Background: an optimization exercise with open tools, aiming at small area, a short achievable clock period and few clock cycles. Do not read the settings as production practice.
Power is estimated from default activity; no workload was simulated.

==> flow/design.v (excerpt) <==
module image_scaler (
    input  logic        clk,
    input  logic        reset,
    input  logic [3:0]  mode,
    output logic [18:0] rom_addr,
    input  logic [7:0]  rom_data,
    output logic [18:0] ram_wraddr,
    output logic [7:0]  ram_data,
    output logic        ram_wren,
    output logic        done
);
Size in the first run: ~410 cells after synthesis, ~78 flip-flops, about 62 I/O pins.
Settings: LEC_CHECK=0, CAP_MARGIN=20, CORE_MARGIN=2, CORE_UTILIZATION=40, SETUP_SLACK_MARGIN=3.0, SLEW_MARGIN=20; clock period 5.0 ns.
standard.sh (not shown) runs the stock make flow with config.mk's settings and CLKGATE_MAP_FILE= SYNTH_SCRIPT=/design/flow/synth_recipe.tcl, a recipe that flattens the netlist after the stock synthesis.
==> flow/flow/run.sh <==
#!/bin/bash
# The standard layout (standard.sh, unchanged synthesis), with plain buffers
# instead of delay cells on the ports. Full make output in standard.log.
bash standard.sh BUFFER_PORTS_ARGS="-buffer_cell sky130_fd_sc_hd__buf_2" finish > standard.log 2>&1
The starting point finished clean.
==> next run, changes <==
- SETUP_SLACK_MARGIN: 3.0 -> 2.8
Effect: Final area falls by 0.43%; clock-buffer cell count shrinks by 2; sequential power barely changes; via count is about the same.
Function was not checked in any run of this note: the RTL went through the layout flow alone.


Setup of lagoon:
The RTL this note starts from:
==> flow/design.v <==
`default_nettype none
package scaler_pkg;
    localparam int SRC_WIDTH  = 160;
    localparam int SRC_HEIGHT = 120;
    localparam int SCALE = 2;
    localparam int READ_LATENCY = 2;
    typedef logic [18:0] addr_t;
    typedef logic [7:0]  pixel_t;
    typedef enum logic [3:0] {
        MODE_REPLICATE = 4'd0,
        MODE_DECIMATE  = 4'd1,
        MODE_AVERAGE   = 4'd3,
        MODE_COPY      = 4'd4
    } mode_t;
endpackage
`default_nettype wire
`timescale 1ns/1ps
`default_nettype none
module image_scaler (
    input  logic        clk,
    input  logic        reset,
    input  logic [3:0]  mode,
    output logic [18:0] rom_addr,
    input  logic [7:0]  rom_data,
    output logic [18:0] ram_wraddr,
    output logic [7:0]  ram_data,
    output logic        ram_wren,
    output logic        done
);
    localparam logic [1:0] M_REP = 2'b00, M_DEC = 2'b01, M_COPY = 2'b10, M_AVG = 2'b11;
    logic        op;
    logic [1:0]  enc;
    logic        act;
    logic [1:0]  m;
    logic        hold;
    assign op   = ~mode[3] & (mode[2] ? (mode[1:0] == 2'b00) : (mode[1:0] != 2'b10));
    assign enc  = mode[2] ? M_COPY : mode[1:0];
    assign hold = op & act & (enc == m);
    wire rep  = (m == M_REP);
    wire dec  = (m == M_DEC);
    wire avg  = (m == M_AVG);
    wire copy = (m == M_COPY);
    logic        run;
    logic [14:0] A;
    logic [8:0]  c;        
    logic        ry;       
    logic        rowend;   
    logic        last;     
    logic [1:0]  sub, sube;
    logic        go, prelast;
    logic [14:0] d;
    assign sub  = c[1:0];
    assign sube = dec ? 2'b11 : sub;
    assign go   = hold & run & ~last;
    assign prelast = ((copy | avg) & (A == 15'd19198))
                   | (dec & (A == 15'd19036))
                   | (rep & ry & ~c[0] & (A == 15'd19199));
    always_comb begin
        case (m)
            M_COPY: d = 15'd1;
            M_DEC:  d = rowend ? 15'd162 : 15'd2;
            M_REP:  d = ~c[0] ? 15'd0 : ((rowend & ~ry) ? -15'd159 : 15'd1);
            default: case (sub)
                2'd1:    d = 15'd159;
                2'd3:    d = rowend ? 15'd1 : -15'd159;
                default: d = 15'd1;
            endcase
        endcase
    end
    always_ff @(posedge clk) begin
        A      <= go ? A + d : 15'd0;
        c      <= (go & ~rowend) ? {c[8:2], sube} + 9'd1 : 9'd0;
        ry     <= go & (ry ^ rowend);
        rowend <= go & ~rowend & (dec ? (c[8:2] == 7'd78) : (c == 9'd318));
    end
    logic        rw, rf, rl;
    logic [9:0]  acc;
    logic [16:0] W;
    always_ff @(posedge clk or negedge reset) begin
        if (!reset) begin
            act  <= 1'b0;
            m    <= M_REP;
            run  <= 1'b0;
            last <= 1'b0;
            rw   <= 1'b0;
            rl   <= 1'b0;
            ram_wren <= 1'b0;
            done <= 1'b0;
        end else begin
            act  <= op;
            m    <= enc;
            run  <= op & (~hold | (run & ~last));
            last <= go & prelast;
            rw   <= hold & run & (~avg | (sub == 2'd3));
            rl   <= hold & run & last;
            ram_wren <= hold & rw;
            done <= hold & (done | rl);
        end
    end
    always_ff @(posedge clk) begin
        rf  <= ~avg | (sub == 2'd0);
        acc <= avg ? ((rf ? 10'd0 : acc) + {2'b00, rom_data}) : {rom_data, 2'b00};
        W   <= hold ? W + {16'd0, ram_wren} : 17'd0;
    end
    assign rom_addr   = {4'd0, A};
    assign ram_wraddr = {2'd0, W};
    assign ram_data   = acc[9:2];
endmodule
`default_nettype wire
make LEC_CHECK=0 CAP_MARGIN=20 CORE_MARGIN=2 CORE_UTILIZATION=40 SLEW_MARGIN=20 finish   # period 5.0 ns
run.sh (not shown) runs the stock make flow with config.mk's settings and CLKGATE_MAP_FILE= SYNTH_SCRIPT=/design/flow/synth_recipe.tcl, a recipe that flattens the netlist after the stock synthesis.
Stock flow here: none of the scripts above is used.
lagoon finished end to end and its layout was clean on timing, DRC and antenna.
Modified inputs, harbor compared to lagoon
Settings: putting SETUP_SLACK_MARGIN at 3.0 where nothing was set.
Notes after the runs:
- harbor closes out successfully: all stages finished, all timing, DRC and antenna checks passed.
- As far as clock sink total goes, harbor and lagoon are indistinguishable; the numbers are identical.
- Per the comparison of harbor with lagoon, final critical-path required period dropped 0.77 ns, maximum clock frequency now sits higher, final net count moved up, met3 demand-to-capacity share in global routing increased by 0.21 points relative to the old numbers.
- Compared with lagoon, harbor shows maximum cell stage delay along the critical path lower by 0.18 ns.
- For harbor, the standard cell with the maximum stage delay on the critical path was sky130_fd_sc_hd__dfrtp_2, unlike lagoon, where it was sky130_fd_sc_hd__dfrtp_1.
- Die area came out exactly the same in harbor and lagoon.
No functional check of the RTL was part of any run of this note.

-- separate check: timing with driven ports --
Ports are ideal in the flow. The routed layouts listed here were re-timed in OpenROAD. Step 1 sets driving cells, clkbuf_16 on the clock port and buf_2 on the other inputs (assumed; they add their load-dependent delay and slew). Step 2 also shifts input and output timing later by t, the mid clock arrival at the registers, as if the neighbouring blocks saw the same clock. Three values: ideal, step 1, step 2; two values: the first two.
| run | t (ns) | setup slack, ns | worst hold slack (ns) | worst setup path at the end | worst data-port slew with drivers (ns) |
|---|---|---|---|---|---|
| the first run of note 1 | 0.383 | 2.856 / 2.856 / 2.856 | 0.423 / 0.423 / 0.423 | register to register | 0.04 |
| the second run of note 1 | 0.371 | 2.757 / 2.757 / 2.757 | 0.432 / 0.432 / 0.432 | register to register | 0.03 |
| lagoon | 0.369 | 1.838 / 1.838 / 1.745 | 0.472 / 0.472 / 0.472 | input to register | 0.05 |
| harbor | 0.368 | 2.605 / 2.605 / 2.522 | 0.459 / 0.459 / 0.459 | input to register | 0.07 |
After both steps setup and hold are still met in every run listed. For lagoon, which loses most, drivers alone change the setup slack by 0.000 ns; drivers and shift together by -0.093 ns.
